From an optimization exercise on the open Yosys and OpenROAD flow, aimed at a short achievable clock period and few clock cycles per item; shortcuts taken in it are not production practice.
Function was checked by simulation only, so behaviour that the tests miss may differ from the original.
No activity file was given, so power comes from the tool's default toggle rates.

S:
// ooo_core
module ooo_core (
    input  logic                       clk_i,
    input  logic                       arst_n_i,
    output logic [ooo_pkg::XLEN-1:0]   inst_addr_o,
    output logic                       inst_ce_o,
    input  logic [ooo_pkg::XLEN-1:0]   inst_i,
    output logic                       commit_valid_o,
    output logic [ooo_pkg::XLEN-1:0]   commit_pc_o,
    output logic [ooo_pkg::REG_AW-1:0] commit_rd_o,
    output logic [ooo_pkg::XLEN-1:0]   commit_value_o
);
    localparam int XLEN   = ooo_pkg::XLEN;
    localparam int REG_AW = ooo_pkg::REG_AW;
    localparam int NREGS  = 1 << REG_AW;
    localparam int R_SUM  = 0;
    localparam int R_DIFF = 1;
    localparam int R_OTH  = 2;
    logic [XLEN-1:0] pc_q;
    logic            ce_q;
    logic            flight_q;
    assign inst_ce_o   = ce_q;
    assign inst_addr_o = addr_q;
    always_ff @(posedge clk_i or negedge arst_n_i) begin
        if (!arst_n_i) begin
            ce_q     <= 1'b1;
            flight_q <= 1'b0;
        end else begin
            ce_q     <= 1'b1;
            flight_q <= 1'b1;
        end
    end
    logic [XLEN-1:0] addr_q;
    always_ff @(posedge clk_i or negedge arst_n_i) begin
  ...
clock: 7.0 ns
lec_check: 0
cap_margin: 20
core_margin: 2
core_utilization: 60
cts_cluster_diameter: 70
cts_cluster_size: 30
setup_slack_margin: 5
slew_margin: 20
tns_end_percent: 100
standard.sh (not shown) runs the stock make flow with config.mk's settings and CLKGATE_MAP_FILE= SYNTH_SCRIPT=/design/flow/synth_recipe.tcl, a recipe that flattens the netlist after the stock synthesis.
==> flow/flow/run.sh <==
#!/bin/bash
# The standard layout (standard.sh), with one change to synthesis: the
# combinational logic is mapped by ABC with a delay-driven script
# (flow/abc_speed.script) and without Yosys's full-adder extraction.
# Registers are mapped before ABC, as in the standard synthesis, so the
# registers, their names and cell types are the standard synthesis's.
set -euo pipefail
here=$(pwd)
rm -rf "$here/scripts"
cp -r "$FLOW_HOME/scripts" "$here/scripts"
cp "$here/flow/abc_speed.script" "$here/scripts/abc_speed.script"
bash standard.sh SCRIPTS_DIR="$here/scripts" ADDER_MAP_FILE= synth > "$here/synth.log" 2>&1
bash standard.sh SCRIPTS_DIR="$here/scripts" > "$here/layout.log" 2>&1
==> flow/flow/abc_speed.script <==
strash
dch
map -D 700
buffer -p
upsize -D 700
dnsize -D 700
S went all the way through synthesis, placement and routing and the layout is clean on timing, DRC and antenna.
Testbench counts of S, summed over its fixed seeds: cycles 32,304, insts 32,248.
Setup changes, S to Q
# S
export LEC_CHECK = 0
export CAP_MARGIN = 20
export CORE_MARGIN = 2
export CORE_UTILIZATION = 60
export CTS_CLUSTER_DIAMETER = 70
export CTS_CLUSTER_SIZE = 30
export SETUP_SLACK_MARGIN = 5
export SLEW_MARGIN = 20
export TNS_END_PERCENT = 100
create_clock -name core_clock -period 7.0 [get_ports {clk_i}]
# Q
export LEC_CHECK = 0
export CAP_MARGIN = 20
export CORE_MARGIN = 2
export CORE_UTILIZATION = 50
export CTS_CLUSTER_DIAMETER = 70
export CTS_CLUSTER_SIZE = 30
export SETUP_SLACK_MARGIN = 5
export SLEW_MARGIN = 20
export TNS_END_PERCENT = 100
create_clock -name core_clock -period 7.0 [get_ports {clk_i}]
Findings:
Taking S as the reference point, the placed wire-length estimate after detailed placement of Q rises by about 4%. Looking at S and Q, the worst setup timing slack at the placement stage is a wash. Side by side, first-iteration DRC count turned out lower in Q than in S.

* * *

## rev 12
Another version of the RTL of ooo_core (not shown whole).
Size: about 1300 flip-flops, about 140 I/O pins, roughly 0.068 mm^2 of cells after synthesis.
==> flow/config.mk <==
export PLATFORM = sky130hd
export DESIGN_NAME = ooo_core
export DESIGN_NICKNAME = ooo_core
export VERILOG_FILES = /design/flow/design.v
export SDC_FILE = /design/flow/constraint.sdc
export NUM_CORES = 4
export LEC_CHECK = 0
export CAP_MARGIN = 20
export CORE_MARGIN = 2
export CORE_UTILIZATION = 40
export SETUP_SLACK_MARGIN = 4.6
export SLEW_MARGIN = 20
export TNS_END_PERCENT = 100
==> flow/constraint.sdc <==
create_clock -name core_clock -period 7.0 [get_ports {clk_i}]
set_input_delay 1.4000 -clock core_clock [delete_from_list [all_inputs] [get_ports {clk_i}]]
set_output_delay 1.4000 -clock core_clock [all_outputs]
set_load 0.01 [all_outputs]
==> flow/flow/abc_speed.script <==
strash
dch
map -D 1200
buffer -p
upsize -D 1200
dnsize -D 1200
Scripts as last shown in full above: flow/flow/run.sh
Testbench counts of rev 12, summed over its fixed seeds: cycles 32,288, insts 32,248.
--- input diff rev 12..rev 13 ---
# rev 12
export LEC_CHECK = 0
export CAP_MARGIN = 20
export CORE_MARGIN = 2
export CORE_UTILIZATION = 40
export SETUP_SLACK_MARGIN = 4.6
export SLEW_MARGIN = 20
export TNS_END_PERCENT = 100
create_clock -name core_clock -period 7.0 [get_ports {clk_i}]
# rev 13
export LEC_CHECK = 0
export ABC_CLOCK_PERIOD_IN_PS = 2000
export CAP_MARGIN = 20
export CORE_MARGIN = 2
export CORE_UTILIZATION = 40
export SETUP_SLACK_MARGIN = 4.6
export SLEW_MARGIN = 20
export TNS_END_PERCENT = 100
create_clock -name core_clock -period 7.0 [get_ports {clk_i}]
==> flow/run.sh (new file) <==
#!/bin/bash
# synth_recipe.tcl (not shown) runs the flow's synth.tcl, then flattens the netlist and writes it again
# the make line also repeats each setting of config.mk as NAME=value (left out here)
make -C /OpenROAD-flow-scripts/flow DESIGN_CONFIG=/design/flow/config.mk WORK_HOME=/design/flow/orfs CLKGATE_MAP_FILE= SYNTH_SCRIPT=/design/flow/synth_recipe.tcl finish
removed: flow/flow/run.sh
removed: flow/flow/abc_speed.script
removed: flow/standard.sh
==> results.txt <==
Between rev 13 and rev 12, worst setup margin is lower for rev 13, rev 12 comes in above that.
Looking at number of gates on the worst path with buffers counted, rev 13 sits above rev 12.
Worst setup path endpoint: w_diff_q[31] -> rev 13, w_oth_q[18] -> rev 12
Rev 13 vs rev 12, portion of total power attributed to sequential cells went up by 1.3 points.
As of rev 13, detailed route wirelength on metal3 had fallen by more than half compared to rev 12.
Rev 13 vs rev 12, post-synthesis cell count went down by 3102.

static timing again, ports no longer ideal:
The flow's constraints put no driver on any port. The routed layouts listed below were extracted and timed again, unchanged, in two steps. Step 1: set_driving_cell puts a clkbuf_16 on clk_i and a buf_2 on each other input, an assumption about the parent block. Step 2 adds t to the input delays and takes it off the output delays; t is the mean of the earliest and latest rising clock arrival at the registers after step 1. Input paths then give back, and output paths get back, about the clock's delay inside the block. a / b / c = no drivers / after step 1 / after step 2; a / b = the first two.
run	shift t [ns]	slack for setup (ns)	worst setup path at the end	latest minus earliest clock arrival (ns)	pins driven straight from the clock port
S	0.883	4.129 / 4.129 / 4.129	register to register	0.067 / 0.067	1
Q	0.883	4.239 / 4.190 / 4.208	input to register	0.048 / 0.048	1
rev 12	0.908	4.027 / 4.027 / 4.027	register to register	0.041 / 0.042	1
rev 13	0.869	3.540 / 3.540 / 3.540	register to register	0.043 / 0.043	1
After both steps every run listed still meets setup and hold. For Q, which loses most, drivers alone change the setup slack by -0.049 ns; drivers and shift together by -0.031 ns.
